What follows belongs to an exercise in optimizing a design on an open flow for small area; a production flow would make more cautious choices.
The RTL of this run was laid out without a check of its function.
Power figures rest on the tool's default switching activity, not on a simulated workload.

### run.sh
#!/bin/bash
# synth_recipe.tcl (not shown) runs the flow's synth.tcl, then flattens the netlist and writes it again
# the make line also repeats each setting of config.mk as NAME=value (left out here)
make -C /OpenROAD-flow-scripts/flow DESIGN_CONFIG=/design/flow/config.mk WORK_HOME=/design/flow/orfs CLKGATE_MAP_FILE= SYNTH_SCRIPT=/design/flow/synth_recipe.tcl finish
### design.v
package xdma_pkg;
  localparam int unsigned XdmaAddrWidth = 64;
  localparam logic [1:0] AxiBurstFixed = 2'b00;
  localparam logic [1:0] AxiBurstIncr  = 2'b01;
  localparam logic [1:0] AxiBurstWrap  = 2'b10;
  localparam logic [1:0] AxiRespOkay   = 2'b00;
  localparam logic [1:0] AxiRespExokay = 2'b01;
  localparam logic [1:0] AxiRespSlverr = 2'b10;
  localparam logic [1:0] AxiRespDecerr = 2'b11;
  typedef struct packed {
    logic [XdmaAddrWidth-1:0] addr;
    logic [7:0]               len;
  } ar_desc_t;
  typedef struct packed {
    logic [7:0] len;
    logic       last;
  } r_desc_t;
  function automatic logic [2:0] axi_size(input int unsigned data_width);
    axi_size = $clog2(data_width / 8);
  endfunction
endpackage
module fifo_v3 #(
  parameter int unsigned DEPTH = 4,
  parameter int unsigned WIDTH = 1
) (
  input  logic clk_i,
  input  logic rst_ni,
  output logic full_o,
  output logic empty_o,
  input  logic [WIDTH-1:0] data_i,
  input  logic push_i,
  output logic [WIDTH-1:0] data_o,
  input  logic pop_i
);
  localparam int unsigned AddrW = (DEPTH > 1) ? $clog2(DEPTH) : 1;
  localparam int unsigned CntW  = $clog2(DEPTH + 1);
  logic [WIDTH-1:0] mem_q [DEPTH];
  logic [WIDTH-1:0] mem_d [DEPTH];
  logic [AddrW-1:0] wr_ptr_q, wr_ptr_d;
  logic [AddrW-1:0] rd_ptr_q, rd_ptr_d;
  logic [CntW-1:0]  cnt_q, cnt_d;
  logic             do_push, do_pop;
  assign full_o  = (cnt_q == CntW'(DEPTH));
  assign empty_o = (cnt_q == '0);
  assign do_push = push_i && !full_o;
  assign do_pop  = pop_i && !empty_o;
  assign data_o  = mem_q[rd_ptr_q];
  always_comb begin
    for (int unsigned i = 0; i < DEPTH; i++) mem_d[i] = mem_q[i];
    wr_ptr_d = wr_ptr_q;
    rd_ptr_d = rd_ptr_q;
    cnt_d    = cnt_q;
    if (do_push) begin
      mem_d[wr_ptr_q] = data_i;
      wr_ptr_d = (wr_ptr_q == AddrW'(DEPTH - 1)) ? '0 : wr_ptr_q + AddrW'(1);
    end
    if (do_pop) begin
      rd_ptr_d = (rd_ptr_q == AddrW'(DEPTH - 1)) ? '0 : rd_ptr_q + AddrW'(1);
    end
    case ({do_push, do_pop})
      2'b10:   cnt_d = cnt_q + CntW'(1);
      2'b01:   cnt_d = cnt_q - CntW'(1);
      default: cnt_d = cnt_q;
    endcase
  end
  always_ff @(posedge clk_i or negedge rst_ni) begin
    if (!rst_ni) begin
      for (int unsigned i = 0; i < DEPTH; i++) mem_q[i] <= '0;
      wr_ptr_q <= '0;
      rd_ptr_q <= '0;
      cnt_q    <= '0;
    end else begin
      for (int unsigned i = 0; i < DEPTH; i++) mem_q[i] <= mem_d[i];
      wr_ptr_q <= wr_ptr_d;
      rd_ptr_q <= rd_ptr_d;
      cnt_q    <= cnt_d;
    end
  end
endmodule
module xdma_read_skid_buffer #(
  parameter int unsigned DataWidth = 512
) (
  input  logic                 clk_i,
  input  logic                 rst_ni,
  input  logic [DataWidth-1:0] in_data_i,
  input  logic                 in_tag_i,
  input  logic                 in_valid_i,
  output logic                 full_o,
  output logic [DataWidth-1:0] out_data_o,
  output logic                 out_tag_o,
  output logic                 out_valid_o,
  input  logic                 out_ready_i
);
  logic [DataWidth-1:0] data_q [2];
  logic [DataWidth-1:0] data_d [2];
  logic [1:0]           tag_q, tag_d;
  logic                 wr_ptr_q, wr_ptr_d;
  logic                 rd_ptr_q, rd_ptr_d;
  logic [1:0]           count_q, count_d;
  logic                 push, pop;
  assign full_o      = (count_q == 2'd2);
  assign out_valid_o = (count_q != 2'd0);
  assign out_data_o  = data_q[rd_ptr_q];
  assign out_tag_o   = tag_q[rd_ptr_q];
  assign push        = in_valid_i && !full_o;
  assign pop         = out_valid_o && out_ready_i;
  always_comb begin
    data_d[0] = data_q[0];
    data_d[1] = data_q[1];
    tag_d    = tag_q;
    wr_ptr_d = wr_ptr_q;
    rd_ptr_d = rd_ptr_q;
    count_d  = count_q;
    if (push) begin
      data_d[wr_ptr_q] = in_data_i;
      tag_d[wr_ptr_q]  = in_tag_i;
      wr_ptr_d         = !wr_ptr_q;
    end
    if (pop) begin
      rd_ptr_d = !rd_ptr_q;
    end
    case ({push, pop})
      2'b10:   count_d = count_q + 2'd1;
      2'b01:   count_d = count_q - 2'd1;
      default: count_d = count_q;
    endcase
  end
  always_ff @(posedge clk_i or negedge rst_ni) begin
    if (!rst_ni) begin
      data_q[0] <= '0;
      data_q[1] <= '0;
      tag_q    <= '0;
      wr_ptr_q <= 1'b0;
      rd_ptr_q <= 1'b0;
      count_q  <= 2'd0;
    end else begin
      data_q[0] <= data_d[0];
      data_q[1] <= data_d[1];
      tag_q    <= tag_d;
      wr_ptr_q <= wr_ptr_d;
      rd_ptr_q <= rd_ptr_d;
      count_q  <= count_d;
    end
  end
endmodule
module xdma_read_data_mover #(
  parameter int unsigned DataWidth    = 512,
  parameter int unsigned AddrWidth    = 48,
  parameter int unsigned AxiIdWidth   = 4,
  parameter int unsigned ReqFifoDepth = 4
) (
  input  logic                  clk_i,
  input  logic                  rst_ni,
  input  logic [AddrWidth-1:0]  rd_addr_i,
  input  logic [7:0]            rd_len_i,
  input  logic                  rd_last_i,
  input  logic                  rd_valid_i,
  output logic                  rd_ready_o,
  output logic [AxiIdWidth-1:0] ar_id_o,
  output logic [AddrWidth-1:0]  ar_addr_o,
  output logic [7:0]            ar_len_o,
  output logic [2:0]            ar_size_o,
  output logic [1:0]            ar_burst_o,
  output logic                  ar_valid_o,
  input  logic                  ar_ready_i,
  input  logic [DataWidth-1:0]  r_data_i,
  input  logic [1:0]            r_resp_i,
  input  logic                  r_last_i,
  input  logic                  r_valid_i,
  output logic                  r_ready_o,
  output logic [DataWidth-1:0]  data_o,
  output logic                  data_valid_o,
  input  logic                  data_ready_i,
  output logic                  trans_complete_o,
  output logic                  error_o
);
  localparam logic [2:0] ArSize = xdma_pkg::axi_size(DataWidth);
  xdma_pkg::ar_desc_t   ar_push, ar_head;
  xdma_pkg::r_desc_t    rdesc_push, rdesc_head;
  logic       ar_full, ar_empty, rdesc_full, rdesc_empty;
  logic       req_accept, ar_pop, r_hs, last_beat;
  logic       skid_full, out_tag, out_hs;
  logic [7:0] beat_cnt_q, beat_cnt_d;
  logic       error_q, error_d;
  logic       trans_complete_q, trans_complete_d;
  logic       unused_bits;
  assign rd_ready_o = !ar_full && !rdesc_full;
  assign req_accept = rd_valid_i && rd_ready_o;
  assign ar_push    = {{(xdma_pkg::XdmaAddrWidth - AddrWidth){1'b0}}, rd_addr_i, rd_len_i};
  assign rdesc_push = {rd_len_i, rd_last_i};
  fifo_v3 #(
    .DEPTH (ReqFifoDepth),
    .WIDTH ($bits(ar_push))
  ) i_ar_fifo (
    .clk_i   (clk_i),
    .rst_ni  (rst_ni),
    .full_o  (ar_full),
    .empty_o (ar_empty),
    .data_i  (ar_push),
    .push_i  (req_accept),
    .data_o  (ar_head),
    .pop_i   (ar_pop)
  );
  fifo_v3 #(
    .DEPTH (ReqFifoDepth),
    .WIDTH ($bits(rdesc_push))
  ) i_rdesc_fifo (
    .clk_i   (clk_i),
    .rst_ni  (rst_ni),
    .full_o  (rdesc_full),
    .empty_o (rdesc_empty),
    .data_i  (rdesc_push),
    .push_i  (req_accept),
    .data_o  (rdesc_head),
    .pop_i   (r_hs && last_beat)
  );
  assign ar_id_o    = '0;
  assign ar_addr_o  = ar_head.addr[AddrWidth-1:0];
  assign ar_len_o   = ar_head.len;
  assign ar_size_o  = ArSize;
  assign ar_burst_o = xdma_pkg::AxiBurstIncr;
  assign ar_valid_o = !ar_empty;
  assign ar_pop     = ar_valid_o && ar_ready_i;
  assign r_ready_o = !rdesc_empty && !skid_full;
  assign r_hs      = r_valid_i && r_ready_o;
  assign last_beat = (beat_cnt_q == rdesc_head.len);
  xdma_read_skid_buffer #(
    .DataWidth (DataWidth)
  ) i_skid (
    .clk_i       (clk_i),
    .rst_ni      (rst_ni),
    .in_data_i   (r_data_i),
    .in_tag_i    (rdesc_head.last && last_beat),
    .in_valid_i  (r_hs),
    .full_o      (skid_full),
    .out_data_o  (data_o),
    .out_tag_o   (out_tag),
    .out_valid_o (data_valid_o),
    .out_ready_i (data_ready_i)
  );
  assign out_hs = data_valid_o && data_ready_i;
  always_comb begin
    beat_cnt_d       = beat_cnt_q;
    error_d          = error_q;
    trans_complete_d = out_hs && out_tag;
    if (r_hs) begin
      beat_cnt_d = last_beat ? 8'd0 : beat_cnt_q + 8'd1;
      if (r_resp_i[1] || (r_last_i != last_beat)) begin
        error_d = 1'b1;
      end
    end
  end
  always_ff @(posedge clk_i or negedge rst_ni) begin
    if (!rst_ni) begin
      beat_cnt_q       <= 8'd0;
      error_q          <= 1'b0;
      trans_complete_q <= 1'b0;
    end else begin
      beat_cnt_q       <= beat_cnt_d;
      error_q          <= error_d;
      trans_complete_q <= trans_complete_d;
    end
  end
  assign trans_complete_o = trans_complete_q;
  assign error_o          = error_q;
  assign unused_bits = ^{r_resp_i[0], ar_head.addr};
endmodule
### config.mk
export PLATFORM = sky130hd
export DESIGN_NAME = xdma_read_data_mover
export DESIGN_NICKNAME = xdma_read_data_mover
export VERILOG_FILES = /design/flow/design.v
export SDC_FILE = /design/flow/constraint.sdc
export NUM_CORES = 4
export LEC_CHECK = 0
export CAP_MARGIN = 20
export CORE_MARGIN = 2
export CORE_UTILIZATION = 40
export SLEW_MARGIN = 20
### constraint.sdc
create_clock -name core_clock -period 5.0 [get_ports {clk_i}]
set_input_delay 1.0000 -clock core_clock [delete_from_list [all_inputs] [get_ports {clk_i}]]
set_output_delay 1.0000 -clock core_clock [all_outputs]
set_load 0.01 [all_outputs]
==> results.json <==
{
  "num_io_pins": 1161,
  "status": "timing/DRC/antenna clean",
  "ctsHoldBuffers": 0,
  "ir_drop_mv": 0.3633,
  "antenna_found_initial": 105,
  "ant_nets": 0,
  "drv_slew": 0,
  "cp-start-kind": "register",
  "min_period_over_period": 0.8532,
  "via_per_inst": 5.159,
  "arrival_ns": 3.27,
  "gp_congestion": 0.8739,
  "required_ns": 4.00,
  "max_freq_mhz": 234.4,
  "cts_setup_buffers": 0,
  "setup_viol": 0,
  "synthArstFlopShare": 1.000,
  "synthAdderAreaFrac": 0.005110,
  "start_util": 0.4022,
  "rows": 138,
  "core-area_um2": 141200,
  "cts_tree": "done",
  "netlist_instances": 3705,
  "relSlewSlack": 0.3605,
  "ys.flop_type": "dfrtp_1",
  "path_class": "register to primary output",
  "cts_root_buffer": "clkbuf_16",
  "crit_path_max_fanout": 24,
  "clock_latency_ns": 0.74,
  "synthMuxAreaShare": 0.3679,
  "drtPass1Iterations": 7,
  "fp.dieArea_um2": 145000,
  "synthTopCellsByArea": "dfrtp_1, mux2_2, buf_2, a222oi_1, mux2i_1",
  "synth.cells.most_frequent": "mux2_2, dfrtp_1, buf_2",
  "fin_skew_ns": 0.02838,
  "synthSimpleGateAreaFrac": 0.006123,
  "hold_violations": 0,
  "utilization": 0.5359,
  "die_height_um": 380.8,
  "dr.first_iter.drc_count": 1823,
  "synth.top_cell.area_share": 0.5789,
  "synth.avg_cell_area_um2": 15.33,
  "numCtsBuffers": 148,
  "ctsResizeCount": 0,
  "leakagePower_nw": 31.81,
  "grt_max_degree": 132,
  "hpwl_um": 136800,
  "yosysTopAreaCell": "dfrtp_1",
  "nets": 5462,
  "drcViolationCount": 0,
  "routed_wl_um": 184200,
  "synth_edf_count": 0,
  "drive_gt1_frac": 0.4256,
  "power_density_nw_per_um2": 768.6,
  "period_needed_ns": 4.266,
  "yosysUniqueCellTypes": 37,
  "clock-sinks": 1314,
  "h-tree-depth": 4,
  "wl_per_cell_um": 26.70,
  "track_usage": 0.2513,
  "first_global_vias": 37384,
  "endpoint_kind": "primary output",
  "worst_pin_slew_ns": 0.9593,
  "tns_ns": 0,
  "die_x_um": 380.8,
  "synthToLayoutAreaGrowth_pct": 33.25,
  "post-synth-top-count-cell": "mux2_2",
  "overflow": 0,
  "grt_pass1_wl_um": 268000,
  "min_path_type": "input pin to async pin",
  "synth_top_family_by_area": "multiplexers",
  "drv_cap": 0,
  "io_buffers": 1150,
  "yosysWarnings": 10,
  "vias": 35586,
  "synth_xor_area_frac": 0.002775,
  "seq_area_frac_synth": 0.5789,
  "worst_setup_hold_path_clk_slew_ns": 0.05,
  "clk_path_buf_depth": 3,
  "synthesis.area_um2": 56800,
  "synth_seq_cells": 1314,
  "synth_compound_area_frac": 0.01403,
  "hold-worst-slack_ns": 0.1955,
  "rsz0062_at_grt": "no"
}
-- worst paths after layout --
| path | startpoint | endpoint | slack, ns | cells past startpoint |
|---|---|---|---|---|
| setup / recovery | i_ar_fifo.rd_ptr_q[0] | ar_addr_o[7] | 0.73 | 6 |
| hold / removal | rst_ni | i_skid.data_q[0][426] | 0.20 | 1 |
| setup reg to reg | i_rdesc_fifo.rd_ptr_q[0] | i_rdesc_fifo.cnt_q[2] | 1.36 | 12 |
| hold reg to reg | register | register | 0.49 | 2 |
| max in group asynchronous | rst_ni | i_skid.data_q[1][222] | 3.43 | 2 |
| min in group core_clock | register | register | 0.49 | 2 |
-- metrics by stage --
stage | instance area (um^2) | instances | setup WS, ns | total power [mW]
2_1_floorplan | 56830 | 3712 | 2.167 | 33.76
3_3_place_gp | 70790 | 6602 | 1.267 | 47.43
3_5_place_dp | 70790 | 6602 | 1.285 | 47.82
4_1_cts | 75610 | 6864 | 0.6080 | 58.93
5_1_grt | 75670 | 6888 | 0.5560 | 61.36
6_report | 75690 | 6898 | 0.7342 | 58.18
-- sequential cells by signal, indices dropped and copies added (netlist names), named ones only --
register / cells
i_skid.data_q: 1024
i_ar_fifo.mem_q: 224
trans_complete_q: 1
i_skid.count_q: 2
beat_cnt_q: 8
i_rdesc_fifo.wr_ptr_q: 2
error_q: 1
i_ar_fifo.cnt_q: 3
i_rdesc_fifo.cnt_q: 3
i_ar_fifo.wr_ptr_q: 2
i_skid.rd_ptr_q: 1
i_rdesc_fifo.rd_ptr_q: 2
i_skid.wr_ptr_q: 1
i_rdesc_fifo.mem_q: 36
i_ar_fifo.rd_ptr_q: 2
-- critical path, stage by stage, from the launching register on --
cell             delay, ns
dfrtp_1               0.40
inv_1                 0.15
ha_2                  0.64
buf_4                 0.34
a222oi_1              0.10
mux2i_1               0.28
clkdlybuf4s50_1       0.59
-- area by class of cell --
type,count,area (um^2)
antenna,34,85.08
clock buffer,232,4464
clock inverter,30,351.6
fill,12073,65550
inverter,84,315.3
multi-input combinational,2077,22570
sequential,1314,32890
tap,1890,2365
timing repair buffer,1237,12660
-- cell usage in the layout, fill, tap and decap left out, types with 4 or more instances in the layout --
master,Yosys,final
mux2_2,1798,1798
dfrtp_1,1314,1313
clkdlybuf4s50_1,0,1149
clkbuf_16,0,152
inv_1,82,82
a222oi_1,65,65
mux2i_1,65,65
buf_4,13,49
clkbuf_1,74,44
buf_12,0,38
clkbuf_8,0,36
diode_2,0,34
nand2_1,36,31
ha_1,20,16
clkinv_2,0,15
xnor2_1,13,13
o21ai_0,13,13
nor2_1,9,9
conb_1,2,9
nor3_1,6,6
bufinv_16,0,6
and2_1,5,5
o22ai_1,5,5
xor2_1,5,5
or3_1,4,4
nand2_2,0,4
clkinvlp_4,0,4
-- cell families after synthesis --
kind of cell               count (synthesis)
and+or+nand+nor                           75
buffers and inverters                    321
muxes                                   1863
AOI/OAI and AO/OA                         90
other                                      2
DFF                                     1314
xor gates and xnor gates                  18
adders and majority gates                 22
-- where the power goes --
| part | internal (mW) | switching [mW] | total [mW] |
|---|---|---|---|
| Clock | 6.42 | 4.37 | 10.8 |
| Sequential | 16.2 | 2.50 | 18.7 |
| Combinational | 16.2 | 12.6 | 28.7 |
| Total | 38.7 | 19.4 | 58.2 |
-- layer usage --
metal	share of wire	GRT usage	routed length, um	up-vias
li1	-	-	-	15731
met1	0.40	0.2994	72780	18467
met2	0.49	0.4165	89570	985
met3	0.086	0.09749	15820	349
met4	0.031	0.08095	5633	54
met5	0.0020	0	367	-

==> separate check: timing with driven ports <==
Ports are ideal in the flow. The routed layout listed here was re-timed in OpenROAD.
Step 1 sets driving cells, clkbuf_16 on the clock port and buf_2 on the other inputs (assumed; they add their load-dependent delay and slew).
Step 2 times the ports against the registers' clock, not the clock port: input delays grow and output delays shrink by t, the midpoint of the rising clock arrivals with the driver on.
Three values: no drivers, after step 1, after step 2; two values: the first two.
shift t [ns]: 0.809
setup WS [ns]: 0.734 / 0.657 / 1.364
hold WS [ns]: 0.196 / 0.204 / 0.489
worst setup path after step 2: register to register
After both steps this run still meets setup and hold. For this run, drivers alone change the setup slack by -0.077 ns; drivers and shift together by +0.630 ns.
